From an optimization exercise on the open Yosys and OpenROAD flow, aimed at small area, a short achievable clock period and few clock cycles per item; shortcuts taken in it are not production practice. Only simulation tests tie the RTL to the original design; equivalence was not proved. Power figures rest on the tool's default switching activity, not on a simulated workload.

`flow/flow/run.sh`:
```
#!/bin/bash
export BUFFER_PORTS_ARGS="-buffer_cell sky130_fd_sc_hd__buf_1"
export SETUP_MOVE_SEQUENCE="sizeup,swap"
bash standard.sh > standard.log 2>&1
```
`flow/standard.sh`:
```
#!/bin/bash
# synth_recipe.tcl (not shown) runs the flow's synth.tcl, then flattens the netlist and writes it again
# the make line also repeats each setting of config.mk as NAME=value (left out here)
make -C /OpenROAD-flow-scripts/flow DESIGN_CONFIG=/design/flow/config.mk WORK_HOME=/design/flow/orfs CLKGATE_MAP_FILE= SYNTH_SCRIPT=/design/flow/synth_recipe.tcl "${@:-finish}"
```
`flow/config.mk`:
```
export PLATFORM = sky130hd
export DESIGN_NAME = axi_wr_slave
export DESIGN_NICKNAME = axi_wr_slave
export VERILOG_FILES = /design/flow/design.v
export SDC_FILE = /design/flow/constraint.sdc
export NUM_CORES = 4
export LEC_CHECK = 0
export CAP_MARGIN = 20
export CORE_MARGIN = 2
export CORE_UTILIZATION = 40
export SETUP_SLACK_MARGIN = 2.6
export SLEW_MARGIN = 20
```
`flow/constraint.sdc`:
```
create_clock -name core_clock -period 5.5 [get_ports {clk}]
set_input_delay 1.1000 -clock core_clock [delete_from_list [all_inputs] [get_ports {clk}]]
set_output_delay 1.1000 -clock core_clock [all_outputs]
set_load 0.01 [all_outputs]
```
`flow/design.v`:
```
`default_nettype none
package axi_wr_pkg;
    localparam int ADDR_W   = 32;
    localparam int DATA_W   = 32;
    localparam int STRB_W   = DATA_W / 8;
    localparam int ID_W     = 4;
    localparam int LEN_W    = 8;
    localparam int SIZE_W   = 3;
    localparam int MAX_SIZE = 2;
    localparam int PAGE_BIT = 12;
    localparam int AW_DEPTH = 4;
    localparam int W_DEPTH  = 16;
    localparam int B_DEPTH  = 4;
    localparam int AW_W  = ID_W + ADDR_W + LEN_W + SIZE_W + 2;
    localparam int W_W   = DATA_W + STRB_W + 1;
    localparam int B_W   = ID_W + 2;
    localparam int MEM_W = ID_W + ADDR_W + DATA_W + STRB_W + 1;
    typedef enum logic [1:0] {
        FIXED = 2'b00,
        INCR  = 2'b01,
        WRAP  = 2'b10,
        RSVD  = 2'b11
    } burst_e;
    typedef enum logic [1:0] {
        OKAY   = 2'b00,
        SLVERR = 2'b10
    } resp_e;
    typedef struct packed {
        logic [ID_W-1:0]   id;
        logic [ADDR_W-1:0] addr;
        logic [LEN_W-1:0]  len;
        logic [SIZE_W-1:0] size;
        burst_e            burst;
    } aw_cmd_t;
    typedef struct packed {
        logic [DATA_W-1:0] data;
        logic [STRB_W-1:0] strb;
        logic              last;
    } w_beat_t;
    typedef struct packed {
        logic [ID_W-1:0] id;
        resp_e           resp;
    } b_resp_t;
    typedef struct packed {
        logic [ID_W-1:0]   id;
        logic [ADDR_W-1:0] addr;
        logic [DATA_W-1:0] data;
        logic [STRB_W-1:0] strb;
        logic              last;
    } mem_wr_t;
endpackage
`default_nettype wire
`timescale 1ns/1ps
`default_nettype none
module sync_fifo #(
    parameter int WIDTH = 8,
    parameter int DEPTH = 4
) (
    input  wire logic             clk,
    input  wire logic             rst_n,
    input  wire logic             push,
    input  wire logic [WIDTH-1:0] din,
    output logic                  full,
    input  wire logic             pop,
    output logic      [WIDTH-1:0] dout,
    output logic                  empty
);
    logic [WIDTH-1:0]           mem [DEPTH];
    logic [$clog2(DEPTH)-1:0]   wr_ptr;
    logic [$clog2(DEPTH)-1:0]   rd_ptr;
    logic [$clog2(DEPTH+1)-1:0] count;
    logic                       do_push;
    logic                       do_pop;
    assign do_push = push && !full;
    assign do_pop  = pop && !empty;
    assign full  = (count == DEPTH);
    assign empty = (count == '0);
    assign dout  = mem[rd_ptr];
    always_ff @(posedge clk) begin
        if (do_push) begin
            mem[wr_ptr] <= din;
        end
    end
    always_ff @(posedge clk or negedge rst_n) begin
        if (!rst_n) begin
            wr_ptr <= '0;
            rd_ptr <= '0;
            count  <= '0;
        end else begin
            if (do_push) begin
                wr_ptr <= (wr_ptr == DEPTH - 1) ? '0 : wr_ptr + 1'b1;
            end
            if (do_pop) begin
                rd_ptr <= (rd_ptr == DEPTH - 1) ? '0 : rd_ptr + 1'b1;
            end
            case ({do_push, do_pop})
                2'b10:   count <= count + 1'b1;
                2'b01:   count <= count - 1'b1;
                default: count <= count;
            endcase
        end
    end
endmodule
`default_nettype wire
`timescale 1ns/1ps
`default_nettype none
module aw_decode (
    input  wire logic [axi_wr_pkg::SIZE_W-1:0]    size,
    input  wire logic [1:0]                       burst,
    input  wire logic [axi_wr_pkg::PAGE_BIT-1:0]  cur_addr,
    input  wire logic                             advance,
    output logic      [axi_wr_pkg::PAGE_BIT-1:0]  nxt_addr,
    output logic                                  carry
);
    localparam int PB = axi_wr_pkg::PAGE_BIT;
    logic [PB-1:0] low;      
    logic [PB-1:0] ones;     
    logic [PB:0]   run;      
    logic          step;     
    logic          go;       
    always_comb begin
        low     = '0;
        low[0]  = size[2] || size[1] || size[0];
        low[1]  = size[2] || size[1];
        low[2]  = size[2] || (size[1] && size[0]);
        low[3]  = size[2];
        low[4]  = size[2] && (size[1] || size[0]);
        low[5]  = size[2] && size[1];
        low[6]  = size[2] && size[1] && size[0];
        ones = cur_addr | low;
        run[0] = 1'b1;
        for (int i = 0; i < PB; i++) begin
            run[i+1] = run[i] && ones[i];
        end
        step = (burst != axi_wr_pkg::FIXED);
        carry = step && run[PB];
        go    = advance && !carry;
        for (int i = 0; i < PB; i++) begin
            nxt_addr[i] = !low[i] && (cur_addr[i] ^ (step && go && run[i]));
        end
    end
endmodule
`default_nettype wire
`timescale 1ns/1ps
`default_nettype none
module burst_engine (
    input  wire logic                      clk,
    input  wire logic                      rst_n,
    input  wire axi_wr_pkg::aw_cmd_t       cmd,
    input  wire logic                      cmd_valid,
    output logic                           cmd_ready,
    input  wire axi_wr_pkg::w_beat_t       beat,
    input  wire logic                      beat_valid,
    output logic                           beat_ready,
    output axi_wr_pkg::mem_wr_t            mem,
    output logic                           mem_we,
    input  wire logic                      mem_ready,
    output logic                           resp_valid,
    input  wire logic                      resp_ready
);
    localparam int PB = axi_wr_pkg::PAGE_BIT;
    logic                           burst_q;     
    logic                           resp_q;      
    logic                           first;       
    logic                           last;        
    logic [axi_wr_pkg::LEN_W-1:0]   rem_q;
    logic                           stay_q;
    logic [PB-1:0]                  addr_q;
    logic                           use_cmd;
    logic [PB-1:0]                  cur_addr;
    logic [PB-1:0]                  nxt_addr;
    logic                           carry;
    logic                           wr;
    logic [axi_wr_pkg::LEN_W-1:0]   rem_dec;
    logic [axi_wr_pkg::LEN_W:0]     borrow;
    assign first    = !(burst_q || resp_q);
    assign last     = burst_q && (rem_q == 8'd1);
    assign use_cmd  = first || stay_q;
    assign cur_addr = use_cmd ? cmd.addr[PB-1:0] : addr_q;
    aw_decode u_aw_decode (
        .size     (cmd.size),
        .burst    (cmd.burst),
        .cur_addr (cur_addr),
        .advance  (wr),
        .nxt_addr (nxt_addr),
        .carry    (carry)
    );
    assign mem_we     = beat_valid && (burst_q || (cmd_valid && !resp_q));
    assign wr         = mem_we && mem_ready;
    assign beat_ready = wr;
    assign resp_valid = resp_q || (last && beat_valid && mem_ready);
    assign cmd_ready  = resp_valid && resp_ready;
    always_comb begin
        mem.id   = cmd.id;
        mem.addr = {cmd.addr[axi_wr_pkg::ADDR_W-1:PB], cur_addr};
        mem.data = beat.data;
        mem.strb = beat.strb;
        mem.last = beat.last;
    end
    always_ff @(posedge clk or negedge rst_n) begin
        if (!rst_n) begin
            burst_q <= 1'b0;
            resp_q  <= 1'b0;
        end else if (cmd_ready) begin
            burst_q <= 1'b0;
            resp_q  <= 1'b0;
        end else if (wr && (first || last)) begin
            burst_q <= first && (cmd.len != 8'd0);
            resp_q  <= !(first && (cmd.len != 8'd0));
        end
    end
    always_comb begin
        borrow[0] = wr;
        for (int i = 0; i < axi_wr_pkg::LEN_W; i++) begin
            rem_dec[i]  = rem_q[i] ^ borrow[i];
            borrow[i+1] = borrow[i] && !rem_q[i];
        end
    end
    always_ff @(posedge clk) begin
        rem_q  <= first ? cmd.len : rem_dec;
        addr_q <= nxt_addr;
        if (first) begin
            stay_q <= carry;
        end
    end
endmodule
`default_nettype wire
`timescale 1ns/1ps
`default_nettype none
module wresp_gen (
    input  wire axi_wr_pkg::aw_cmd_t         cmd,
    output axi_wr_pkg::b_resp_t              b
);
    logic size_err;
    assign size_err = cmd.size[2] || (cmd.size[1] && cmd.size[0]);
    assign b.id     = cmd.id;
    assign b.resp   = size_err ? axi_wr_pkg::SLVERR : axi_wr_pkg::OKAY;
endmodule
`default_nettype wire
`timescale 1ns/1ps
`default_nettype none
module axi_wr_slave (
    input  wire logic                  clk,
    input  wire logic                  rst_n,
    input  wire axi_wr_pkg::aw_cmd_t   aw,
    input  wire logic                  aw_valid,
    output logic                       aw_ready,
    input  wire axi_wr_pkg::w_beat_t   w,
    input  wire logic                  w_valid,
    output logic                       w_ready,
    output axi_wr_pkg::b_resp_t        b,
    output logic                       b_valid,
    input  wire logic                  b_ready,
    output axi_wr_pkg::mem_wr_t        mem,
    output logic                       mem_we,
    input  wire logic                  mem_ready
);
    burst_engine u_burst_engine (
        .clk        (clk),
        .rst_n      (rst_n),
        .cmd        (aw),
        .cmd_valid  (aw_valid),
        .cmd_ready  (aw_ready),
        .beat       (w),
        .beat_valid (w_valid),
        .beat_ready (w_ready),
        .mem        (mem),
        .mem_we     (mem_we),
        .mem_ready  (mem_ready),
        .resp_valid (b_valid),
        .resp_ready (b_ready)
    );
    wresp_gen u_wresp_gen (
        .cmd (aw),
        .b   (b)
    );
endmodule
`default_nettype wire
```
==> key figures, run 1 <==
Status
  – Outcome: finished clean

Critical path
  – WP data required: 4.40 ns
  – CP arrival: 1.90 ns
  – CP max-delay cell: or4_4
  – Crit end category: output pin
  – Critical path, cell by cell: or4_4, nor3_2, nand4_1, o21bai_1, and2_4, buf_6
  – Reg2Reg Depth: 6
  – CP Depth: 6
  – CP delay by family, top: simple AND/OR/NAND/NOR gates
  – Class of the most critical setup path: flip-flop to output pin
  – Critical-path maximum fanout: 3
  – Worst setup SP type: flip-flop
  – Slowest cell delay on critical path: 0.53 ns
  – Crit path buf inv count: 1

CTS
  – Clk pin slew, worst setup/hold paths: 0.09 ns
  – CTS root buf: clkbuf_8
  – Clock latency (worst-skew pair): 0.27 ns
  – Post-CTS Setup Bufs: 0
  – CTS tree: yes
  – Number of H-tree levels: 1
  – CTS Hold Bufs: 0
  – Total CTS buffers: 3
  – Clock Sinks: 23
  – Deepest clock path buffer count: 2

Synthesis
  – Synth area leader: buf_4
  – Synth top cells by count: 68 x buf_4, 29 x nand2_1, 20 x dfxtp_1
  – Largest family of logic cells by synthesized area: buffers and inverters
  – Syn_nets: 356
  – Post-synthesis simple-gate area fraction: 21.07%
  – Average size of a mapped cell: 7.994 um2
  – Number of library cell types mapped by synthesis: 54
  – Post-synthesis instance total: 257
  – Register area share after synthesis: 23.39%
  – XOR/XNOR Fraction of Synth Area: 2.923%
  – Post-synth EDFFs: 1
  – Largest cells by area after synthesis: buf_4 25%, dfxtp_1 19%, nand2_1 5.3%
  – Compound-gate portion of the synthesized area: 16.32%
  – Synth top area share: 24.85%
  – Post-Synth Adder-Cell Area: 4.263%
  – Post-synthesis sequential element count: 23
  – Top-count cell post-synth: buf_4
  – Synth async-reset ratio: 8.696%
  – Mux contribution to synthesized area: 3.350%
  – Syn. warnings: 2
  – Area of the mapped netlist: 2054 um2
  – Top_reg_cell synth: dfxtp_1

Timing
  – Slew margin rel.: 62.80%
  – Fmax: 332.9 MHz
  – Fin. Hold Viols: 0
  – Max Clock Skew: 0.006615 ns
  – RSZ-0062 raised after global routing: yes
  – Setup_tns: 0 ns
  – Min cycle time layout: 3.004 ns
  – Final Setup Violations: 0
  – Max-slew violations: 0
  – Crit share post-route: 54.62%
  – Slew of the pin with the lowest slew margin: 0.5522 ns

Die
  – Die Ht: 75.67 um
  – CORE AREA: 5042 um2
  – Row cnt: 26
  – Die area: 5725 um2
  – Chip width: 75.67 um
  – IO Count: 175
  – Initial Utilization: 40.74%

Drt
  – Pre-antenna DRT Iters: 6
  – Routed wire length: 4.321 mm
  – DR vias/cell: 5.069
  – Via count: 1,541
  – Detailed router's first-iteration violation count: 19
  – Detail Route Antenna Nets: 0
  – DR WL/cell: 14.21 um
  – Drt drc: 0

Finish
  – NumNets Final: 334
  – Antenna diodes: 0
  – Util after Layout: 39.03%
  – FILL cells: 533
  – Share of post-route cells with drive strength above 1: 17.95%
  – Area Growth Syn to Fin: -4.202%

Pwr
  – Pwr Density: 472.1 nW/um2
  – Worst VDD drop: 151.1 uV
  – Pleak: 0.8019 nW

GRT
  – Largest net degree at the start of global routing: 22
  – Number of global-route vias before repair: 1,418
  – Global-route wire length before repair: 6.596 mm
  – Initial antenna violation count: 0
  – Overall global routing resource usage: 15.15%
  – Total gr overflow: 0

Placed design
  – DP HPWL: 3.523 mm
  – Port Buffers: 47
  – GP Congestion: 0.7290

Job
  – Max-cap viol count: 0

Worst hold path
  – Path category of the worst min-delay check: flip-flop to flip-flop
  – Hold Crit Depth: 3
[placed cells by master (no fill, tap or decap), types with 3 or more instances in the layout]
cell	instances
a21o_1	4
a21oi_1	14
a221oi_1	3
a22o_1	3
buf_1	39
buf_2	3
clkbuf_2	4
clkbuf_8	3
dfxtp_1	19
ha_4	6
inv_1	13
mux2i_1	3
nand2_1	29
nand3_1	7
nor2_1	18
nor3_1	4
nor4_1	3
o21ai_0	5
xnor2_1	4
[routing by layer]
layer	vias to the layer above	routed length [um]	part of all wire [%]	GRT usage [%]
li1	759	-	-	-
met3	23	304	7.0	3.704
met5	-	0	0	0
met2	72	2121	49	25.31
met4	0	150	3.5	7.602
met1	687	1745	40	18.09
[kinds of logic after synthesis]
logic type | Yosys count
XOR/XNOR | 6
flip-flops | 23
multiplexers | 6
AND/OR/NAND/NOR | 82
adder cells (fa/ha/maj) | 7
buffers and inverters | 87
other | 1
AO/OA/AOI/OAI | 45
[tightest hold or removal path, stage by stage (launching register included)]
cell and delay, ns:
dfxtp_1 0.34, nand2_1 0.05, nand2_1 0.07, a21o_1 0.08
[power breakdown]
| group | internal, mW | switching, mW |
|---|---|---|
| clock network | 0.0518 | 0.0567 |
| registers | 0.248 | 0.0520 |
| logic | 0.211 | 0.309 |
| total | 0.511 | 0.418 |
[flip-flops by register name, indices dropped and copies added (netlist names)]
name,count
u_burst_engine.addr_q,12
u_burst_engine.stay_q,1
u_burst_engine.rem_q,8
u_burst_engine.burst_q,1
u_burst_engine.resp_q,1
[worst paths after layout]
| kind | to | slack [ns] | from |
|---|---|---|---|
| min reg2reg | u_burst_engine.addr_q[11]$_DFF_P_ | 0.57 | u_burst_engine.addr_q[11]$_DFF_P_ |
| min | u_burst_engine.addr_q[11]$_DFF_P_ | 0.57 | u_burst_engine.addr_q[11]$_DFF_P_ |
| max reg2reg | u_burst_engine.addr_q[9]$_DFF_P_ | 3.13 | u_burst_engine.resp_q$_DFFE_PN0P_ |
| min in group asynchronous | u_burst_engine.resp_q$_DFFE_PN0P_ | 0.60 | rst_n |
| max | aw_ready | 2.50 | u_burst_engine.rem_q[3]$_DFF_P_ |
| max in group asynchronous | u_burst_engine.burst_q$_DFFE_PN0P_ | 4.76 | rst_n |
[what timing repair did]
action / CTS / global route
resized for setup: 9 / 13
setup endpoints to repair: 7 / 7
pin swaps: 3 / 5
hold endpoints to repair: 0 / 0
[per-stage QoR]
step           hold slack, ns  total power [mW]  std cells  worst slack (ns)  cell area (um2)
2_1_floorplan          0.5081            0.7330        257             2.552             2140
3_3_place_gp           0.5451            0.7958        300             2.405             1867
3_5_place_dp           0.5541            0.7999        300             2.365             1867
4_1_cts                0.5743            0.9257        304             2.475             1937
5_1_grt                0.5944             1.021        304             2.388             1968
6_report               0.5686            0.9292        304             2.496             1968
[cell type report]
type	count	area [um2]	share of cell area, %
multi-input combinational	147	1110	56.39
inverter	13	48.80	2.479
sequential	23	484.2	24.60
clock buffer	4	45.04	2.289
tap	70	87.58	4.450
timing repair buffer	47	192.7	9.790
Testbench counts, summed over its fixed seeds: cycles 15,030, beats 13,386.
==> run 2, diff against run 1 <==
--- a/flow/config.mk
+++ b/flow/config.mk
@@ -7,2 +7,3 @@
 export LEC_CHECK = 0
+export ABC_AREA = 1
 export CAP_MARGIN = 20
==> run 2 against run 1 <==
  * Sequential power fell by 6%
  * Critical endpoint is now w_ready
  * Die area fell by 5.0%
  * Core utilization is 1.4 points lower
  * Critical path type is now input pin to output pin
  * Sequential cell count unchanged
  * Routed wire length fell by 16%
  * Non-clock buffer count is the same
  * Via count is 3.6% lower
  * Register-to-register slack got worse by 0.04 ns
  * Synthesized cell count increased by 6.6%
  * Still clean
  * Largest power group unchanged
==> key figures, run 2 <==
Critical path
  – CP dominant cell by count: nand2_1
  – Crit end category: output pin
  – WP data required: 4.40 ns
  – Critical path, cell by cell: buf_1, nand2_1, a21oi_2, nand2_1, inv_2, clkbuf_2
  – Class of the most critical setup path: input pin to output pin
  – Reg2Reg Depth: 14
  – CP arrival: 1.72 ns
  – Worst setup SP type: input pin
  – Slowest cell delay on critical path: 0.15 ns
  – CP delay by family, top: buffers and inverters
  – CP Depth: 6
  – Critical-path maximum fanout: 3
  – Crit path buf inv count: 3
  – CP max-delay cell: a21oi_2

Synthesis
  – Register area share after synthesis: 24.68%
  – Post-Synth Adder-Cell Area: 4.499%
  – Post-synthesis sequential element count: 23
  – Largest cells by area after synthesis: buf_4 26%, dfxtp_1 21%, nand2_1 11%
  – Mux contribution to synthesized area: 0%
  – Top-count cell post-synth: buf_4
  – Syn_nets: 373
  – Synth async-reset ratio: 8.696%
  – Largest family of logic cells by synthesized area: buffers and inverters
  – Synth top area share: 25.84%
  – Top_reg_cell synth: dfxtp_1
  – Compound-gate portion of the synthesized area: 9.319%
  – Number of library cell types mapped by synthesis: 34
  – Average size of a mapped cell: 7.105 um2
  – XOR/XNOR Fraction of Synth Area: 0.4499%
  – Syn. warnings: 2
  – Post-synthesis simple-gate area fraction: 27.19%
  – Synth area leader: buf_4
  – Post-synth EDFFs: 1
  – Area of the mapped netlist: 1947 um2
  – Synth top cells by count: 67 x buf_4, 57 x nand2_1, 35 x inv_1
  – Post-synthesis instance total: 274

CTS
  – Deepest clock path buffer count: 2
  – Clock latency (worst-skew pair): 0.26 ns
  – Number of H-tree levels: 1
  – Post-CTS Setup Bufs: 0
  – CTS tree: yes
  – Total CTS buffers: 3
  – CTS root buf: clkbuf_8
  – Clk pin slew, worst setup/hold paths: 0.09 ns
  – Clock Sinks: 23

Pwr
  – Worst VDD drop: 237.7 uV
  – Combinational share of power: 56.8%
  – Switching share of power: 48.06%
  – Reg power frac: 31.4%
  – Pint: 0.4653 mW
  – Pleak: 0.8180 nW
  – Clock network power share: 11.8%
  – NetSw: 0.4306 mW
  – Pwr Density: 503.5 nW/um2

Finish
  – Largest registers: u_burst_engine.addr_q: 12 flops, u_burst_engine.rem_q: 8 flops
  – Commonest cells after routing, fill and taps aside: 57 x nand2_1, 46 x buf_1, 34 x inv_1
  – Finished Layout Cells: 323
  – Most flop-heavy register: u_burst_engine.addr_q
  – FF+latch area: 480.5 um2
  – FILL cells: 526
  – Share of post-route cells with drive strength above 1: 15.63%
  – NumNets Final: 356
  – Antenna diodes: 0
  – Largest register FFs: 12
  – Commonest non-fill, non-tap cell in the layout: nand2_1
  – Multi-input logic area: 853.3 um2
  – Area Growth Syn to Fin: -8.612%

Drt
  – Drt drc: 0
  – DR vias/cell: 4.598
  – Routed wire length: 3.643 mm
  – Pre-antenna DRT Iters: 4
  – Detailed router's first-iteration violation count: 39
  – DR WL/cell: 11.28 um
  – Detail Route Antenna Nets: 0
  – Via count: 1,485

Timing
  – Fin worst setup slack: 2.679 ns
  – Max-slew violations: 0
  – Setup_tns: 0 ns
  – Slew margin rel.: 64.10%
  – RSZ-0062 raised after global routing: yes
  – Slew of the pin with the lowest slew margin: 0.5364 ns
  – Max Clock Skew: 0.005459 ns
  – Crit share post-route: 51.29%
  – Fin. Hold Viols: 0
  – Final Setup Violations: 0
  – Min cycle time layout: 2.821 ns
  – Fmax: 354.5 MHz

Die
  – IO Count: 175
  – CORE AREA: 4723 um2
  – Row cnt: 25
  – Die Ht: 73.77 um
  – Die area: 5441 um2
  – Chip width: 73.77 um
  – Initial Utilization: 41.22%

Placed design
  – Port Buffers: 47
  – Cell Count Post-Placement: 319
  – GP Congestion: 0.7981
  – Place WS: 2.486 ns
  – DP HPWL: 2.903 mm

Worst hold path
  – Path category of the worst min-delay check: flip-flop to flip-flop
  – Hold Crit Depth: 2

GRT
  – Global-route wire length before repair: 5.878 mm
  – Largest net degree at the start of global routing: 20
  – Overall global routing resource usage: 13.63%
  – Initial antenna violation count: 0
  – Total gr overflow: 0
  – Number of global-route vias before repair: 1,386

Job
  – Max-cap viol count: 0

Status
  – Outcome: finished clean
## run 2: cells by family (layout without fill, tap and decap cells)
group | Yosys count | in the layout
fa+ha+maj | 7 | 7
simple gates | 105 | 105
flops | 23 | 23
xor+xnor | 1 | 1
other cells | 1 | 1
buf+inv | 105 | 87
compound gates | 32 | 32
## run 2: per-stage QoR
| stage | hold slack, ns | power, mW | utilization, % | cell area, um2 |
|---|---|---|---|---|
| floorplan | 0.4439 | 0.7173 | - | 1978 |
| global placement | 0.4528 | 0.7884 | 36.42 | 1720 |
| detailed placement | 0.4599 | 0.7932 | 36.42 | 1720 |
| CTS | 0.4822 | 0.9040 | 37.40 | 1767 |
| global route | 0.5183 | 0.9946 | 37.67 | 1779 |
| finish | 0.4767 | 0.8959 | 37.67 | 1779 |
## run 2: area by class of cell
cell class / instances / share of cell area [%]
Inverter: 36 / 7.736
Clock buffer: 3 / 2.321
Timing Repair Buffer: 47 / 9.986
Clock inverter: 1 / 0.2813
Multi-Input combinational cell: 146 / 47.96
Tap cell: 67 / 4.712
Sequential cell: 23 / 27.00
## run 2: timing repair
item | in CTS | in global routing
hold buffers | 0 | 0
resized for setup | 0 | 4
setup endpoints to repair | 0 | 5
## run 2: worst paths after layout
| path | from | end | slack [ns] |
|---|---|---|---|
| max | aw_valid | w_ready | 2.68 |
| min | u_burst_engine.addr_q[11]$_DFF_P_ | u_burst_engine.addr_q[11]$_DFF_P_ | 0.48 |
| max reg2reg | u_burst_engine.resp_q$_DFFE_PN0P_ | u_burst_engine.rem_q[7]$_DFF_P_ | 3.09 |
| min reg2reg | u_burst_engine.addr_q[11]$_DFF_P_ | u_burst_engine.addr_q[11]$_DFF_P_ | 0.48 |
| max in group asynchronous | rst_n | u_burst_engine.resp_q$_DFFE_PN0P_ | 4.76 |
| min in group asynchronous | rst_n | u_burst_engine.burst_q$_DFFE_PN0P_ | 0.61 |
## run 2: worst min-delay path: cells and delay by family (launching register included)
kind	cells	cell delay (ns)
AND/OR/NAND/NOR	2	0.12
flip-flops	1	0.33
## run 2: metal layers
layer / part of all wire, % / routed length, um / vias up / GRT usage [%]
met5: 0 / 0 / - / 0
met4: 0.49 / 18 / 0 / 2.222
met3: 9.0 / 328 / 4 / 5.898
met2: 45 / 1647 / 57 / 22.32
met1: 45 / 1649 / 660 / 16.85
li1: - / - / 764 / -
## run 2: power by group through the flow
| stage | logic, mW | registers, mW | clock network (mW) |
|---|---|---|---|
| global placement | 0.505 | 0.284 | 0 |
| global route | 0.587 | 0.289 | 0.119 |
| finish | 0.509 | 0.282 | 0.106 |
| detailed placement | 0.507 | 0.286 | 0 |
| CTS | 0.511 | 0.282 | 0.111 |
| floorplan | 0.437 | 0.280 | 0 |
==> run 3, diff against run 2 <==
==> flow/flow/run.sh (replaced) <==
#!/bin/bash
# Layout flow: the standard flow, with three changes in how the layout
# is made:
#  - after the standard synthesis, the combinational logic is mapped again
#    by ABC for area (the registers are kept as they are, same cells and
#    names), and the rest of the flow starts from that netlist;
#  - the port buffers are inserted as buf_1 cells instead of the default
#    delay buffers;
#  - timing repair only resizes cells and swaps pins.
# Each tool's output goes to a log file of its own in this folder.
set -euo pipefail

export BUFFER_PORTS_ARGS="-buffer_cell sky130_fd_sc_hd__buf_1"
export SETUP_MOVE_SEQUENCE="sizeup,swap"

RES=orfs/results/${FLOW_PLATFORM}/axi_wr_slave/base
LOGS=orfs/logs/${FLOW_PLATFORM}/axi_wr_slave/base
LIB=${FLOW_HOME}/platforms/${FLOW_PLATFORM}/lib/sky130_fd_sc_hd__tt_025C_1v80.lib
YOSYS=${FLOW_HOME}/../tools/install/yosys/bin/yosys
[[ -x $YOSYS ]] || YOSYS=yosys

# 1. Standard synthesis
bash standard.sh synth > synth.log 2>&1

# 2. Map the combinational logic again, for area
cp $RES/1_2_yosys.v $RES/1_2_yosys_std.v
DONT_USE=$(grep -m1 -o "^abc -script .*" $LOGS/1_2_yosys.log | grep -o -- "-dont_use [^ ]*" | tr '\n' ' ')
cat > reabc.ys <<EOS
read_liberty -ignore_miss_func $LIB
blackbox sky130_fd_sc_hd__*df* sky130_fd_sc_hd__*dl* sky130_fd_sc_hd__conb_1
read_verilog $RES/1_2_yosys_std.v
hierarchy -top ${FLOW_TOP}
flatten
opt -purge
abc -liberty $LIB $DONT_USE
read_liberty -lib -overwrite $LIB
opt_clean -purge
setundef -zero
splitnets
opt_clean -purge
hilomap -singleton -hicell sky130_fd_sc_hd__conb_1 HI -locell sky130_fd_sc_hd__conb_1 LO
insbuf -buf sky130_fd_sc_hd__buf_4 A X
check -assert
stat -liberty $LIB
write_verilog -noattr -nohex -nodec $RES/1_2_yosys.v
EOS
$YOSYS -s reabc.ys > reabc.log 2>&1

# 3. Rebuild the synthesis database from the new netlist, then the rest
rm -f $RES/1_synth.odb
bash standard.sh synth > synth_odb.log 2>&1
bash standard.sh > standard.log 2>&1
==> run 3 against run 2 <==
  * Global-route usage rose by 0.65 points
  * Critical path depth shrank 2
  * Routed wire length is 4.5% higher
  * Non-clock buffer count unchanged
  * Via count is 14% lower
  * Clock skew up 0.0060 ns
  * Sequential power up 6%
  * Register-to-register slack worse by 0.37 ns
  * Design area fell by 12%
  * Cell count down 21%
  * Hold slack gained 0.016 ns
  * Largest cell class unchanged
  * Largest power group unchanged
==> key figures, run 3 <==
CTS
  – Clock latency (worst-skew pair): 0.27 ns
  – Number of H-tree levels: 1
  – CTS tree: yes
  – Deepest clock path buffer count: 2
  – Clk pin slew, worst setup/hold paths: 0.08 ns
  – Total CTS buffers: 3
  – CTS root buf: clkbuf_8
  – Clock Sinks: 23
  – Post-CTS Setup Bufs: 0

Critical path
  – Crit end category: output pin
  – Critical-path maximum fanout: 12
  – R2r setup slk: 2.72 ns
  – Worst setup SP type: flip-flop
  – WP data required: 4.40 ns
  – CP arrival: 1.78 ns
  – Class of the most critical setup path: flip-flop to output pin

Finish
  – Most flop-heavy register: u_burst_engine.addr_q
  – Largest register FFs: 12
  – Final Cell Area: 1572 um2
  – Util after Layout: 36.09%
  – Commonest non-fill, non-tap cell in the layout: buf_1
  – NumNets Final: 296
  – Antenna diodes: 0
  – FILL cells: 492
  – Largest registers: u_burst_engine.addr_q: 12 flops, u_burst_engine.rem_q: 8 flops
  – Commonest cells after routing, fill and taps aside: 43 x buf_1, 22 x nor2_1, 20 x dfxtp_1
  – Area Growth Syn to Fin: -13.08%
  – Share of post-route cells with drive strength above 1: 12.32%

Drt
  – Pre-antenna DRT Iters: 4
  – Drt drc: 0
  – DR vias/cell: 5.031
  – Via count: 1,283
  – Detailed router's first-iteration violation count: 52
  – Detail Route Antenna Nets: 0
  – Routed wire length: 3.807 mm
  – DR WL/cell: 14.93 um

Timing
  – Fmax: 347.6 MHz
  – Slew of the pin with the lowest slew margin: 0.6790 ns
  – Final Setup Violations: 0
  – Slew margin rel.: 54.73%
  – Max Clock Skew: 0.01145 ns
  – Fin. Hold Viols: 0
  – Min cycle time layout: 2.877 ns
  – RSZ-0062 raised after global routing: yes
  – Max-slew violations: 0
  – Fin Hold WS: 0.4927 ns
  – Crit share post-route: 52.30%
  – Setup_tns: 0 ns

Die
  – Chip width: 71.23 um
  – Initial Utilization: 41.52%
  – Die Ht: 71.23 um
  – Row cnt: 24
  – IO Count: 175
  – Die area: 5074 um2
  – CORE AREA: 4354 um2

Pwr
  – Pwr Density: 514.2 nW/um2
  – Pleak: 0.5858 nW
  – Worst VDD drop: 148.2 uV
  – Tot Pwr: 0.8080 mW

GRT
  – Largest net degree at the start of global routing: 14
  – Overall global routing resource usage: 14.28%
  – Global-route wire length before repair: 5.678 mm
  – Initial antenna violation count: 0
  – Number of global-route vias before repair: 1,202
  – Total gr overflow: 0

Synthesis
  – Syn_nets: 323
  – Average size of a mapped cell: 7.827 um2
  – Area of the mapped netlist: 1808 um2
  – Post-synthesis instance total: 231
  – Syn. warnings: 2

Worst hold path
  – Path category of the worst min-delay check: flip-flop to flip-flop

Status
  – Outcome: finished clean

Placed design
  – Port Buffers: 47
  – DP HPWL: 3.077 mm
  – GP Congestion: 0.8203
  – Placed Area: 1466 um2

Job
  – Max-cap viol count: 0
-- run 3: routing by layer --
metal | vias up | global-route usage [%] | share of wire (%)
met5 | - | 0 | 0
li1 | 630 | - | -
met3 | 23 | 4.641 | 11
met4 | 0 | 9.644 | 4.0
met2 | 82 | 23.97 | 47
met1 | 548 | 15.20 | 38
-- run 3: cell type report --
| type | count | area (um2) | share of cell area [%] |
|---|---|---|---|
| well taps | 52 | 65.06 | 4.140 |
| multi-input cells | 117 | 753.2 | 47.93 |
| clock buffers | 4 | 45.04 | 2.866 |
| inverters | 12 | 45.04 | 2.866 |
| repair buffers | 47 | 181.4 | 11.54 |
| flip-flops and latches | 23 | 481.7 | 30.65 |
-- run 3: critical path, cell delays in order (launching register included) --
cell      delay [ns]
dfrtp_2         0.45
o21bai_4        0.45
mux2i_1         0.31
clkinv_1        0.16
buf_1           0.15
-- run 3: per-stage QoR --
stage               setup slack, ns  instances
floorplan                     2.636        231
global placement              2.389        251
detailed placement            2.369        251
CTS                           2.551        255
global route                  2.465        255
finish                        2.624        255
-- run 3: power breakdown --
part           switching [mW]  internal, mW  total (mW)
registers              0.0499         0.248       0.298
logic                   0.232         0.171       0.403
clock network          0.0549        0.0518       0.107
total                   0.337         0.471       0.808
-- run 3: path summary, 6_finish.rpt --
check                                                   start                            endpoint  cells after the start
hold / removal                u_burst_engine.rem_q[3]$_DFF_P_     u_burst_engine.rem_q[3]$_DFF_P_                      2
max in group asynchronous                               rst_n  u_burst_engine.burst_q$_DFFE_PN0P_                      1
min in group asynchronous                               rst_n   u_burst_engine.resp_q$_DFFE_PN0P_                      1
hold reg to reg               u_burst_engine.rem_q[3]$_DFF_P_     u_burst_engine.rem_q[3]$_DFF_P_                      2
setup reg to reg           u_burst_engine.burst_q$_DFFE_PN0P_   u_burst_engine.addr_q[10]$_DFF_P_                      8
setup / recovery           u_burst_engine.burst_q$_DFFE_PN0P_                             mem[44]                      4
-- run 3: timing repair --
item,4_1_cts,5_1_grt
hold buffers,0,0
pin swaps,1,4
gates resized for setup,9,20
endpoints found under the setup margin,21,20
==> run 4, diff against run 3 <==
--- a/flow/design.v
+++ b/flow/design.v
@@ -166,5 +166,7 @@
     logic [axi_wr_pkg::LEN_W-1:0]   rem_q;
-    logic                           stay_q;
+    logic                           use_cmd_q;
     logic [PB-1:0]                  addr_q;
-    logic                           use_cmd;
+    logic                           burst_d;
+    logic                           resp_d;
+    logic                           use_cmd_d;
     logic [PB-1:0]                  cur_addr;
@@ -172,2 +174,3 @@
     logic                           carry;
+    logic                           issue;
     logic                           wr;
@@ -177,4 +180,3 @@
     assign last     = burst_q && (rem_q == 8'd1);
-    assign use_cmd  = first || stay_q;
-    assign cur_addr = use_cmd ? cmd.addr[PB-1:0] : addr_q;
+    assign cur_addr = use_cmd_q ? cmd.addr[PB-1:0] : addr_q;
     aw_decode u_aw_decode (
@@ -187,4 +189,5 @@
     );
-    assign mem_we     = beat_valid && (burst_q || (cmd_valid && !resp_q));
-    assign wr         = mem_we && mem_ready;
+    assign issue      = beat_valid && (burst_q || (cmd_valid && !resp_q));
+    assign mem_we     = rst_n && issue;
+    assign wr         = issue && mem_ready;
     assign beat_ready = wr;
@@ -199,12 +202,23 @@
     end
+    always_comb begin
+        burst_d = burst_q;
+        resp_d  = resp_q;
+        if (cmd_ready) begin
+            burst_d = 1'b0;
+            resp_d  = 1'b0;
+        end else if (wr && (first || last)) begin
+            burst_d = first && (cmd.len != 8'd0);
+            resp_d  = !(first && (cmd.len != 8'd0));
+        end
+        use_cmd_d = !(burst_d || resp_d) || (first ? carry : use_cmd_q);
+    end
     always_ff @(posedge clk or negedge rst_n) begin
         if (!rst_n) begin
-            burst_q <= 1'b0;
-            resp_q  <= 1'b0;
-        end else if (cmd_ready) begin
-            burst_q <= 1'b0;
-            resp_q  <= 1'b0;
-        end else if (wr && (first || last)) begin
-            burst_q <= first && (cmd.len != 8'd0);
-            resp_q  <= !(first && (cmd.len != 8'd0));
+            burst_q   <= 1'b0;
+            resp_q    <= 1'b0;
+            use_cmd_q <= 1'b1;
+        end else begin
+            burst_q   <= burst_d;
+            resp_q    <= resp_d;
+            use_cmd_q <= use_cmd_d;
         end
@@ -221,5 +235,2 @@
         addr_q <= nxt_addr;
-        if (first) begin
-            stay_q <= carry;
-        end
     end
==> run 4 against run 3 <==
  * Combinational power fell by 13%
  * Fmax up 0.53%
  * Clock skew fell by 0.0057 ns
  * Sequential share of layout area fell by 0.77 points
  * Die area increased by 2.0%
  * Critical path depth up 1
  * Design area grew 1.5%
  * Total power fell by 4.4%
  * Cell count decreased by 2.4%
==> key figures, run 4 <==
CTS
  – Deepest clock path buffer count: 2
  – CTS root buf: clkbuf_8
  – Total CTS buffers: 3
  – Number of H-tree levels: 1
  – Clk pin slew, worst setup/hold paths: 0.08 ns
  – CTS tree: yes
  – Clock Sinks: 23
  – Clock latency (worst-skew pair): 0.27 ns

Timing
  – Crit share post-route: 52.03%
  – Fmax: 349.5 MHz
  – Final Setup Violations: 0
  – Slew margin rel.: 60.66%
  – Max-slew violations: 0
  – Min cycle time layout: 2.861 ns
  – RSZ-0062 raised after global routing: yes
  – Setup_tns: 0 ns
  – Slew of the pin with the lowest slew margin: 0.5901 ns
  – Fin. Hold Viols: 0
  – Max Clock Skew: 0.005727 ns

Drt
  – Drt drc: 0
  – Detailed router's first-iteration violation count: 56
  – Detail Route Antenna Nets: 0
  – DR WL/cell: 12.88 um
  – DR vias/cell: 5.145
  – Pre-antenna DRT Iters: 4
  – Via count: 1,281
  – Routed wire length: 3.206 mm

GRT
  – Initial antenna violation count: 0
  – Global-route wire length before repair: 5.037 mm
  – Total gr overflow: 0
  – Busiest grt layer: met2
  – Grt met3 use: 4.722%
  – Met1 usage: 13.98%
  – Number of global-route vias before repair: 1,197
  – GR Util met2: 19.75%
  – Overall global routing resource usage: 11.88%
  – Largest net degree at the start of global routing: 14

Critical path
  – Worst setup SP type: input pin
  – CP arrival: 1.76 ns
  – Slowest cell delay on critical path: 0.18 ns
  – CP max-delay cell: and2_4
  – WP data required: 4.40 ns
  – Critical path, cell by cell: buf_1, nand2_2, o21bai_4, and2_4, clkbuf_2
  – Critical-path maximum fanout: 3
  – Crit end category: output pin
  – Class of the most critical setup path: input pin to output pin

Synthesis
  – Post-synthesis instance total: 225
  – Average size of a mapped cell: 8.202 um2
  – Syn_nets: 317
  – Syn. warnings: 2
  – Area of the mapped netlist: 1846 um2

Status
  – Outcome: finished clean

Placed design
  – DP HPWL: 2.487 mm
  – GP Congestion: 0.8440
  – Port Buffers: 47

Finish
  – Area Growth Syn to Fin: -13.56%
  – Share of post-route cells with drive strength above 1: 8.122%
  – Util after Layout: 36.14%
  – Commonest cells after routing, fill and taps aside: 45 x buf_1, 20 x dfxtp_1, 16 x nor2_1
  – Commonest non-fill, non-tap cell in the layout: buf_1
  – Antenna diodes: 0
  – Largest registers: u_burst_engine.addr_q: 12 flops, u_burst_engine.rem_q: 8 flops
  – Largest register FFs: 12
  – Most flop-heavy register: u_burst_engine.addr_q
  – NumNets Final: 290

Die
  – Row cnt: 24
  – Chip width: 71.93 um
  – Die Ht: 71.93 um
  – Initial Utilization: 41.81%
  – CORE AREA: 4414 um2
  – IO Count: 175
  – Die area: 5173 um2

Pwr
  – Worst VDD drop: 174.9 uV
  – Pwr Density: 484.2 nW/um2
  – Pleak: 0.5794 nW

Worst hold path
  – Path category of the worst min-delay check: flip-flop to flip-flop

Job
  – Max-cap viol count: 0
-- run 4: final cells by class --
type,instances,area [um2]
timing repair buffer,47,178.9
multi-input combinational,117,805.8
inverter,6,22.52
tap,52,65.06
clock inverter,1,5.005
fill,463,2819
sequential,23,476.7
clock buffer,3,41.29
-- run 4: worst paths after layout --
check | slack, ns | cells after the start | endpoint | start
min in group asynchronous | 0.64 | 1 | u_burst_engine.burst_q$_DFF_PN0_ | rst_n
max reg2reg | 2.87 | 6 | u_burst_engine.addr_q[6]$_DFF_P_ | u_burst_engine.use_cmd_q$_DFF_PN1_
min | 0.51 | 2 | u_burst_engine.rem_q[0]$_DFF_P_ | u_burst_engine.rem_q[0]$_DFF_P_
max in group asynchronous | 4.61 | 1 | u_burst_engine.use_cmd_q$_DFF_PN1_ | rst_n
min reg2reg | 0.51 | 2 | u_burst_engine.rem_q[0]$_DFF_P_ | u_burst_engine.rem_q[0]$_DFF_P_
max | 2.64 | 5 | aw_ready | w_valid
-- run 4: per-layer routing --
layer  wire length (um)  share of wire, %  vias up
met5                  0                 0        -
met4                 40               1.2        0
met3                259               8.1       12
met2               1473                46       57
met1               1434                45      580
li1                   -                 -      632
-- run 4: where the power goes --
group | leakage [nW] | total [mW] | switching (mW) | internal [mW]
Combinational | 0.351 | 0.349 | 0.194 | 0.155
Clock | 0.0255 | 0.107 | 0.0569 | 0.0506
Sequential | 0.203 | 0.316 | 0.0695 | 0.246
-- run 4: through the flow --
stage          hold WS [ns]  instance area [um2]  power, mW  setup slack (ns)  cells
3_5_place_dp         0.4945                 1494     0.6500             2.303    245
6_report             0.5080                 1595     0.7725             2.639    249
3_3_place_gp         0.4910                 1494     0.6474             2.370    245
4_1_cts              0.5084                 1548     0.7616             2.544    249
5_1_grt              0.5296                 1595     0.8380             2.526    249
2_1_floorplan        0.4613                 1846     0.6448             2.709    225
-- run 4: repair_timing --
item,CTS,global route
hold buffers,0,0
pin swaps,1,1
setup buffers,0,0
endpoints found under the setup margin,4,10
resized for setup,3,12
-- run 4: critical path: cells and delay by family --
kind,cells,cell delay [ns]
AO/OA/AOI/OAI,1,0.16
AND/OR/NAND/NOR,2,0.28
buffers and inverters,2,0.23
Testbench counts of run 4, summed over its fixed seeds: cycles 15,030, beats 13,386.
==> run 5, diff against run 4 <==
--- a/flow/config.mk
+++ b/flow/config.mk
@@ -11,3 +11,3 @@
 export CORE_UTILIZATION = 40
-export SETUP_SLACK_MARGIN = 2.6
+export SETUP_SLACK_MARGIN = 2.5
 export SLEW_MARGIN = 20
==> run 5 against run 4 <==
  * Sequential cell count unchanged
  * Cell count unchanged
  * Register-to-register slack got worse by 0.06 ns
  * Design area decreased by 2.1%
  * Core utilization decreased by 0.77 points
  * Synthesized area unchanged
  * Sequential power about the same
  * Largest power group unchanged
  * Die area unchanged
  * Sequential share of layout area increased by 0.65 points
  * Synthesized cell count unchanged
  * First-iteration DRC count decreased by 5.4%
  * Combinational power decreased by 3%
==> key figures, run 5 <==
Status
  – Outcome: finished clean

Finish
  – NumNets Final: 290
  – Largest registers: u_burst_engine.addr_q: 12 flops, u_burst_engine.rem_q: 8 flops
  – Commonest non-fill, non-tap cell in the layout: buf_1
  – Commonest cells after routing, fill and taps aside: 47 x buf_1, 20 x dfxtp_1, 16 x nand2_1, 16 x nor2_1, 8 x mux2_1
  – FILL cells: 472
  – Area Growth Syn to Fin: -15.39%
  – Share of post-route cells with drive strength above 1: 5.076%
  – Most flop-heavy register: u_burst_engine.addr_q
  – Antenna diodes: 0
  – Util after Layout: 35.37%
  – Largest register FFs: 12

Critical path
  – Class of the most critical setup path: input pin to output pin
  – CP dominant cell by count: buf_1
  – WP data required: 4.40 ns
  – Slowest cell delay on critical path: 0.21 ns
  – Worst setup SP type: input pin
  – Reg2Reg Depth: 6
  – Crit end category: output pin
  – Critical-path maximum fanout: 3
  – CP arrival: 1.83 ns
  – R2r endpoint: u_burst_engine.addr_q[6]$_DFF_P_
  – CP max-delay cell: o21bai_1
  – CP delay by family, top: simple AND/OR/NAND/NOR gates
  – Crit path buf inv count: 2
  – R2R Path Start: u_burst_engine.use_cmd_q$_DFF_PN1_
  – Critical path, cell by cell: buf_1, nand2_1, o21bai_1, and2_4, buf_1
  – R2r setup slk: 2.81 ns

GRT
  – Initial antenna violation count: 0
  – Global-route wire length before repair: 5.043 mm
  – GR Util met2: 19.86%
  – Total gr overflow: 0
  – Number of global-route vias before repair: 1,205
  – Overall global routing resource usage: 11.88%
  – Busiest grt layer: met2
  – Met1 usage: 13.89%
  – Grt met3 use: 4.722%
  – Largest net degree at the start of global routing: 14

Worst hold path
  – Worst Min Path Start: u_burst_engine.rem_q[0]$_DFF_P_
  – Hold Crit Depth: 2
  – Path category of the worst min-delay check: flip-flop to flip-flop
  – Hold endpoint: u_burst_engine.rem_q[0]$_DFF_P_

Timing
  – Crit share post-route: 53.20%
  – Slew of the pin with the lowest slew margin: 0.7047 ns
  – Slew margin rel.: 51.81%
  – Fin worst setup slack: 2.574 ns
  – Fmax: 341.8 MHz
  – Fin. Hold Viols: 0
  – Final Setup Violations: 0
  – Setup_tns: 0 ns
  – Min cycle time layout: 2.926 ns
  – Max-slew violations: 0
  – Max Clock Skew: 0.006447 ns
  – RSZ-0062 raised after global routing: yes

Pwr
  – Pleak: 0.5694 nW
  – Pwr Density: 486.0 nW/um2
  – Worst VDD drop: 174.0 uV

Die
  – Row cnt: 24
  – Die Ht: 71.93 um
  – Chip width: 71.93 um
  – Die area: 5173 um2
  – CORE AREA: 4414 um2
  – IO Count: 175
  – Initial Utilization: 41.81%

CTS
  – Post-CTS Setup Bufs: 0
  – Clock latency (worst-skew pair): 0.27 ns
  – CTS tree: yes
  – CTS root buf: clkbuf_8
  – Clock Sinks: 23
  – Total CTS buffers: 3
  – Deepest clock path buffer count: 2
  – CTS Hold Bufs: 0
  – Clk pin slew, worst setup/hold paths: 0.08 ns
  – Number of H-tree levels: 1

Synthesis
  – Area of the mapped netlist: 1846 um2
  – Post-synthesis instance total: 225
  – Average size of a mapped cell: 8.202 um2
  – Syn. warnings: 2
  – Syn_nets: 317

Job
  – Max-cap viol count: 0

Drt
  – Detailed router's first-iteration violation count: 53
  – Via count: 1,270
  – DR WL/cell: 12.66 um
  – Detail Route Antenna Nets: 0
  – Routed wire length: 3.153 mm
  – Pre-antenna DRT Iters: 4
  – Drt drc: 0
  – DR vias/cell: 5.100

Placed design
  – GP Congestion: 0.8440
  – Port Buffers: 47
  – Place WS: 2.303 ns
  – DP HPWL: 2.487 mm
==> run 5: changes by cell type in the layout (fill, tap and decap cells not counted) <==
cell       previous run  this run
o2111ai_1             0         1
nand2_1              15        16
a21o_4                1         0
o21bai_4              1         0
a2111oi_1             1         0
a2111oi_0             0         1
buf_1                45        47
mux2i_2               1         0
nand2_2               1         0
o2111ai_2             1         0
clkbuf_2              2         0
a21o_2                0         1
o21bai_1              0         1
mux2i_1               4         5
==> run 5: per-layer routing <==
metal,vias to the layer above,wire [um]
li1,630,-
met1,571,1399
met2,57,1453
met3,12,260
met4,0,40
met5,-,0
==> run 5: cell type report <==
class / instances / area [um2] / area share (%)
Tap cell: 52 / 65.06 / 4.167
Inverter: 6 / 22.52 / 1.442
Multi-Input combinational cell: 117 / 774.5 / 49.60
Clock inverter: 1 / 5.005 / 0.3205
Clock buffer: 3 / 41.29 / 2.644
Timing Repair Buffer: 47 / 176.4 / 11.30
Sequential cell: 23 / 476.7 / 30.53
==> run 5: what timing repair did <==
| action | CTS | global route |
|---|---|---|
| gates resized for setup | 1 | 5 |
| gates cloned | 0 | 0 |
| setup endpoints to repair | 1 | 8 |
| pin swaps | 0 | 1 |
==> run 5: how the worst max path moves through the flow <==
stage,startpoint,end,slack (ns),cells after the start
5_1_grt,aw_valid,u_burst_engine.rem_q[7]$_DFF_P_,2.44,7
4_1_cts,w_valid,aw_ready,2.53,5
6_report,w_valid,aw_ready,2.57,5
3_3_place_gp,aw[4],u_burst_engine.addr_q[10]$_DFF_P_,2.37,7
3_5_place_dp,aw[4],u_burst_engine.addr_q[10]$_DFF_P_,2.30,7
2_1_floorplan,w_valid,aw_ready,2.71,3
==> run 5: worst min-delay path, cell delays in order (launching register included) <==
cell     delay (ns)
dfxtp_1        0.35
nand2_1        0.07
a21oi_1        0.05
==> run 5: where the power goes <==
part / leakage, nW / switching (mW) / internal [mW] / total, mW
Combinational: 0.341 / 0.190 / 0.147 / 0.337
Sequential: 0.203 / 0.0678 / 0.246 / 0.314
Clock: 0.0255 / 0.0571 / 0.0506 / 0.108
Total: 0.569 / 0.315 / 0.444 / 0.759
==> run 5: through the flow <==
stage	total power, mW	hold slack [ns]	instance area, um2	std cells
2_1_floorplan	0.6448	0.4613	1846	225
3_3_place_gp	0.6474	0.4910	1494	245
3_5_place_dp	0.6500	0.4945	1494	245
4_1_cts	0.7605	0.5084	1540	249
5_1_grt	0.8257	0.5296	1562	249
6_report	0.7589	0.5046	1562	249
==> run 6, diff against run 5 <==
--- a/flow/config.mk
+++ b/flow/config.mk
@@ -11,3 +11,3 @@
 export CORE_UTILIZATION = 40
-export SETUP_SLACK_MARGIN = 2.5
+export SETUP_SLACK_MARGIN = 2.7
 export SLEW_MARGIN = 20
==> run 6 against run 5 <==
  * Total power rose by 3.8%
  * Clock power barely moved
  * Clock-buffer cell count did not move
  * Critical path depth did not move
  * Core utilization rose by 1.5 points
  * Register-to-register slack improved by 0.11 ns
  * First-iteration DRC count rose by 36%
  * Synthesized cell count did not move
  * Sequential share of layout area fell by 1.3 points
  * Fmax rose by 3.3%
  * Combinational power rose by 7.4%
  * Die area did not move
  * Critical path type unchanged
==> key figures, run 6 <==
Status
  – Outcome: finished clean

Worst hold path
  – Hold Crit Depth: 2
  – Hold endpoint: u_burst_engine.rem_q[0]$_DFF_P_
  – Path category of the worst min-delay check: flip-flop to flip-flop
  – Worst Min Path Start: u_burst_engine.rem_q[0]$_DFF_P_

Drt
  – Drt drc: 0
  – Detail Route Antenna Nets: 0
  – DR WL/cell: 12.99 um
  – Via count: 1,287
  – Pre-antenna DRT Iters: 4
  – Routed wire length: 3.234 mm
  – DR vias/cell: 5.169
  – Detailed router's first-iteration violation count: 72

GRT
  – Number of global-route vias before repair: 1,201
  – Global-route wire length before repair: 5.037 mm
  – Largest net degree at the start of global routing: 14
  – Initial antenna violation count: 0
  – Overall global routing resource usage: 11.85%
  – Total gr overflow: 0

Die
  – Die Ht: 71.93 um
  – CORE AREA: 4414 um2
  – Initial Utilization: 41.81%
  – IO Count: 175
  – Die area: 5173 um2
  – Row cnt: 24
  – Chip width: 71.93 um

Synthesis
  – Area of the mapped netlist: 1846 um2
  – Syn_nets: 317
  – Average size of a mapped cell: 8.202 um2
  – Post-synthesis instance total: 225
  – Syn. warnings: 2

Timing
  – Final Setup Violations: 0
  – Fin. Hold Viols: 0
  – Slew margin rel.: 60.38%
  – RSZ-0062 raised after global routing: yes
  – Min cycle time layout: 2.832 ns
  – Setup_tns: 0 ns
  – Crit share post-route: 51.48%
  – Fmax: 353.2 MHz
  – Fin worst setup slack: 2.668 ns
  – Max-slew violations: 0
  – Slew of the pin with the lowest slew margin: 0.5943 ns
  – Fin Hold WS: 0.5088 ns
  – Max Clock Skew: 0.005584 ns

Finish
  – Share of post-route cells with drive strength above 1: 14.21%
  – Commonest non-fill, non-tap cell in the layout: buf_1
  – Most flop-heavy register: u_burst_engine.addr_q
  – Finished Layout Cells: 249
  – Commonest cells after routing, fill and taps aside: 41 x buf_1, 20 x dfxtp_1, 16 x nor2_1
  – Area Growth Syn to Fin: -11.73%
  – Largest registers: u_burst_engine.addr_q: 12 flops, u_burst_engine.rem_q: 8 flops
  – Largest register FFs: 12
  – FILL cells: 460
  – Antenna diodes: 0
  – NumNets Final: 290
  – Util after Layout: 36.90%

Critical path
  – R2r setup slk: 2.92 ns
  – Class of the most critical setup path: input pin to output pin
  – R2R Path Start: u_burst_engine.use_cmd_q$_DFF_PN1_
  – CP arrival: 1.73 ns
  – Slowest cell delay on critical path: 0.18 ns
  – Critical-path maximum fanout: 3
  – WP data required: 4.40 ns
  – R2r endpoint: u_burst_engine.addr_q[6]$_DFF_P_
  – CP dominant cell by count: clkbuf_2
  – CP max-delay cell: and2_4
  – Reg2Reg Depth: 6
  – Critical path, cell by cell: clkbuf_2, nand2_2, o21bai_4, and2_4, clkbuf_2
  – Crit end category: output pin
  – Worst setup SP type: input pin

Pwr
  – Worst VDD drop: 173.9 uV
  – Pleak: 0.5996 nW
  – Pwr Density: 483.7 nW/um2

Placed design
  – GP Congestion: 0.8440
  – Port Buffers: 47
  – Cell Count Post-Placement: 245
  – Place WS: 2.303 ns
  – DP HPWL: 2.487 mm

CTS
  – Clock latency (worst-skew pair): 0.27 ns
  – CTS root buf: clkbuf_8
  – Number of H-tree levels: 1
  – Clock Sinks: 23
  – Total CTS buffers: 3
  – Clk pin slew, worst setup/hold paths: 0.08 ns
  – CTS tree: yes
  – Post-CTS Setup Bufs: 0
  – Deepest clock path buffer count: 2

Job
  – Max-cap viol count: 0
-- run 6: cell count changes in the layout (fill, tap and decap cells not counted), moves of 2 or more --
cell | previous run | this run
buf_1 | 47 | 41
clkbuf_2 | 0 | 4
clkinv_1 | 6 | 3
inv_2 | 0 | 3
mux2_1 | 8 | 6
mux2_2 | 0 | 2
mux2i_1 | 5 | 2
mux2i_2 | 0 | 3
-- run 6: final cells by class --
class / instances / area (um2) / share of cell area, %
Sequential cell: 23 / 476.7 / 29.26
Tap cell: 52 / 65.06 / 3.994
Inverter: 6 / 22.52 / 1.382
Timing Repair Buffer: 47 / 190.2 / 11.67
Clock buffer: 3 / 41.29 / 2.535
Multi-Input combinational cell: 117 / 828.3 / 50.84
Clock inverter: 1 / 5.005 / 0.3072
-- run 6: report_power, final --
part / switching [mW] / total, mW / internal [mW] / leakage (nW)
logic: 0.198 / 0.362 / 0.164 / 0.371
clock network: 0.0570 / 0.108 / 0.0506 / 0.0255
registers: 0.0718 / 0.318 / 0.246 / 0.203
total: 0.327 / 0.788 / 0.461 / 0.600
-- run 6: how the worst max path moves through the flow --
stage,start,endpoint,cells past startpoint
final,w_valid,aw_ready,5
after global placement,aw[4],u_burst_engine.addr_q[10]$_DFF_P_,7
after floorplan,w_valid,aw_ready,3
after global routing,aw_valid,u_burst_engine.rem_q[7]$_DFF_P_,7
after CTS,w_valid,aw_ready,5
after detailed placement,aw[4],u_burst_engine.addr_q[10]$_DFF_P_,7
-- run 6: metal layers --
layer / track usage, % / up-vias / share of wire (%)
met5: 0 / - / 0
met3: 4.722 / 12 / 8.3
met2: 19.75 / 61 / 46
met4: 3.983 / 0 / 1.2
li1: - / 633 / -
met1: 13.89 / 581 / 45
-- run 6: timing repair --
action,4_1_cts,5_1_grt
endpoints found under the setup margin,11,18
gates resized for setup,9,21
hold buffers,0,0
pin swaps,1,4
-- run 6: metrics by stage --
stage               power [mW]  cell area [um2]
detailed placement      0.6500             1494
floorplan               0.6448             1846
CTS                     0.7696             1560
finish                  0.7881             1629
global placement        0.6474             1494
global route            0.8537             1629
-- run 6: critical path, delay by kind of cell --
| family | cells | cell delay [ns] |
|---|---|---|
| simple gates | 2 | 0.26 |
| buf+inv | 2 | 0.22 |
| compound gates | 1 | 0.15 |
==> run 7, diff against run 6 <==
--- a/flow/flow/run.sh
+++ b/flow/flow/run.sh
@@ -4,3 +4,3 @@
 #  - after the standard synthesis, the combinational logic is mapped again
-#    by ABC for area (the registers are kept as they are, same cells and
+#    by ABC with its area-only mapper (the registers are kept as they are, same cells and
 #    names), and the rest of the flow starts from that netlist;
@@ -34,3 +34,3 @@
 opt -purge
-abc -liberty $LIB $DONT_USE
+abc -liberty $LIB $DONT_USE -script +strash;ifraig;dc2;rewrite,-z;refactor,-z;dch,-f;amap
 read_liberty -lib -overwrite $LIB
--- a/flow/config.mk
+++ b/flow/config.mk
@@ -11,3 +11,4 @@
 export CORE_UTILIZATION = 40
-export SETUP_SLACK_MARGIN = 2.7
+export PLACE_DENSITY = 0.8
+export SETUP_SLACK_MARGIN = 2.6
 export SLEW_MARGIN = 20
==> run 7 against run 6 <==
  * Still clean
  * Total power rose by 3.2%
  * Global-route usage up 3.2 points
  * Synthesized cell count is 4.4% higher
  * Clock-buffer cell count is the same
  * Sequential power fell by 3%
  * Critical path depth unchanged
  * Largest cell class unchanged
  * Highest routed layer unchanged
==> key figures, run 7 <==
Critical path
  – CP arrival: 1.72 ns
  – Class of the most critical setup path: input pin to output pin
  – WP data required: 4.40 ns
  – Crit end category: output pin
  – Critical path, cell by cell: clkbuf_2, nand2_2, o21ai_2, and2_4, buf_2
  – CP max-delay cell: and2_4
  – Worst setup SP type: input pin
  – Critical-path maximum fanout: 3
  – Slowest cell delay on critical path: 0.17 ns

Pwr
  – Switching share of power: 44.14%
  – Pleak: 0.5845 nW
  – NetSw: 0.3590 mW
  – Pint: 0.4542 mW
  – Clock network power share: 12.7%
  – Combinational share of power: 49.2%
  – Reg power frac: 38.1%
  – Pwr Density: 502.6 nW/um2
  – Worst VDD drop: 126.0 uV

Placed design
  – Placed Area: 1429 um2
  – GP Congestion: 0.8840
  – Cell Count Post-Placement: 253
  – Port Buffers: 47
  – DP HPWL: 3.076 mm

Die
  – Initial Utilization: 42.50%
  – Row cnt: 23
  – IO Count: 175
  – Die area: 4885 um2
  – CORE AREA: 4086 um2
  – Chip width: 69.89 um
  – Die Ht: 69.89 um

GRT
  – Initial antenna violation count: 0
  – Total gr overflow: 0
  – Overall global routing resource usage: 15.09%
  – Global-route wire length before repair: 6.203 mm
  – Largest net degree at the start of global routing: 14
  – Number of global-route vias before repair: 1,316

CTS
  – Clock latency (worst-skew pair): 0.26 ns
  – CTS root buf: clkbuf_8
  – Clock Sinks: 23
  – Total CTS buffers: 3
  – Number of H-tree levels: 1
  – Deepest clock path buffer count: 2
  – CTS tree: yes
  – Post-CTS Setup Bufs: 0
  – Clk pin slew, worst setup/hold paths: 0.09 ns

Synthesis
  – Area of the mapped netlist: 1737 um2
  – Syn_nets: 327
  – Syn. warnings: 2
  – Average size of a mapped cell: 7.390 um2
  – Post-synthesis instance total: 235

Drt
  – DR WL/cell: 15.16 um
  – Pre-antenna DRT Iters: 4
  – Detailed router's first-iteration violation count: 74
  – Drt drc: 0
  – Routed wire length: 3.895 mm
  – DR vias/cell: 5.257
  – Detail Route Antenna Nets: 0
  – Via count: 1,351

Timing
  – Slew margin rel.: 39.10%
  – Slew of the pin with the lowest slew margin: 0.9040 ns
  – Crit share post-route: 51.29%
  – Final Setup Violations: 0
  – Fmax: 354.5 MHz
  – RSZ-0062 raised after global routing: yes
  – Min cycle time layout: 2.821 ns
  – Fin. Hold Viols: 0
  – Setup_tns: 0 ns
  – Max Clock Skew: 0.007187 ns
  – Max-slew violations: 0

Finish
  – Final Cell Area: 1618 um2
  – Finished Layout Cells: 257
  – Antenna diodes: 0
  – Share of post-route cells with drive strength above 1: 19.32%
  – Area Growth Syn to Fin: -6.844%
  – FILL cells: 437
  – Largest register FFs: 12
  – Util after Layout: 39.59%
  – NumNets Final: 300
  – Largest registers: u_burst_engine.addr_q: 12 flops, u_burst_engine.rem_q: 8 flops
  – Commonest non-fill, non-tap cell in the layout: buf_1
  – Multi-input logic area: 726.9 um2
  – FF+latch area: 480.5 um2
  – Most flop-heavy register: u_burst_engine.addr_q
  – Commonest cells after routing, fill and taps aside: 41 x buf_1, 26 x nor2_1, 20 x dfxtp_1

Worst hold path
  – Path category of the worst min-delay check: flip-flop to flip-flop

Job
  – Max-cap viol count: 0

Status
  – Outcome: finished clean
run 7: routing by layer:
metal / global-route usage [%] / up-vias / share of wire, %
li1: - / 662 / -
met1: 18.57 / 595 / 38
met2: 24.76 / 82 / 50
met3: 4.618 / 12 / 11
met4: 5.556 / 0 / 1.3
met5: 0 / - / 0
run 7: timing repair:
action                     in CTS  in global routing
hold buffers                    0                  0
gates resized for setup        12                 33
pin swaps                       2                 12
hold endpoints to repair        0                  0
gates cloned                    0                  0
setup endpoints to repair      22                 23
run 7: worst paths after layout:
| kind | to | start | cells past startpoint | slack, ns |
|---|---|---|---|---|
| max in group asynchronous | u_burst_engine.use_cmd_q$_DFF_PN1_ | rst_n | 1 | 4.63 |
| min reg2reg | u_burst_engine.addr_q[11]$_DFF_P_ | u_burst_engine.addr_q[11]$_DFF_P_ | 2 | 0.52 |
| max | aw_ready | w_valid | 5 | 2.68 |
| min in group asynchronous | u_burst_engine.burst_q$_DFF_PN0_ | rst_n | 1 | 0.64 |
| min | u_burst_engine.addr_q[11]$_DFF_P_ | u_burst_engine.addr_q[11]$_DFF_P_ | 2 | 0.52 |
| max reg2reg | u_burst_engine.addr_q[6]$_DFF_P_ | u_burst_engine.use_cmd_q$_DFF_PN1_ | 11 | 2.89 |
run 7: power groups by stage:
stage	registers, mW	logic [mW]	clock network, mW
after floorplan	0.286	0.372	0
after global placement	0.298	0.358	0
after detailed placement	0.301	0.363	0
after CTS	0.300	0.370	0.106
after global routing	0.322	0.449	0.114
final	0.310	0.400	0.103
run 7: through the flow:
stage               hold slack [ns]  worst slack, ns  power (mW)
finish                       0.5166            2.679      0.8132
global route                 0.5421            2.532      0.8846
CTS                          0.5091            2.587      0.7764
detailed placement           0.4880            2.175      0.6642
global placement             0.4797            2.282      0.6561
floorplan                    0.4548            2.604      0.6582
run 7: final cells by class:
| cell class | count | area share, % |
|---|---|---|
| Clock inverter | 1 | 0.3094 |
| Clock buffer | 3 | 2.552 |
| Timing Repair Buffer | 47 | 12.14 |
| Inverter | 22 | 6.497 |
| Sequential cell | 23 | 29.70 |
| Multi-Input combinational cell | 111 | 44.93 |
| Tap cell | 50 | 3.867 |
run 7: critical path, delay by kind of cell:
kind / cells / cell delay, ns
AND/OR/NAND/NOR: 2 / 0.24
AO/OA/AOI/OAI: 1 / 0.16
buffers and inverters: 2 / 0.23

[afterwards: timing with drivers on the ports]
Ports are ideal in the flow. The routed layouts listed here were re-timed in OpenROAD.
Step 1 sets driving cells, clkbuf_16 on the clock port and buf_2 on the other inputs (assumed; they add their load-dependent delay and slew).
Step 2, shift: input delay + t, output delay - t, t = (earliest + latest rising clock arrival at the registers) / 2. This alone moves slack from input paths to output paths.
Slacks: no drivers / after step 1 / after step 2; pairs: no drivers / after step 1.
run	shift t [ns]	setup slack, ns	latest minus earliest clock arrival (ns)	slew at the worst register clock pin (ns)	worst slew at a driven data input, ns
run 1	0.291	2.496 / 2.471 / 2.466	0.007 / 0.008	0.09 / 0.09	0.11
run 2	0.285	2.679 / 2.656 / 2.487	0.005 / 0.006	0.09 / 0.09	0.11
run 3	0.287	2.623 / 2.600 / 2.466	0.011 / 0.012	0.09 / 0.09	0.12
run 4	0.286	2.639 / 2.617 / 2.439	0.006 / 0.006	0.09 / 0.09	0.11
run 5	0.286	2.574 / 2.552 / 2.410	0.007 / 0.007	0.09 / 0.09	0.11
run 6	0.286	2.668 / 2.645 / 2.491	0.006 / 0.005	0.09 / 0.09	0.11
run 7	0.278	2.679 / 2.649 / 2.390	0.008 / 0.007	0.09 / 0.09	0.11
After both steps setup and hold are still met in every run listed. The setup slack of run 7, which loses most, moves by -0.030 ns with the drivers and by -0.289 ns with both steps.
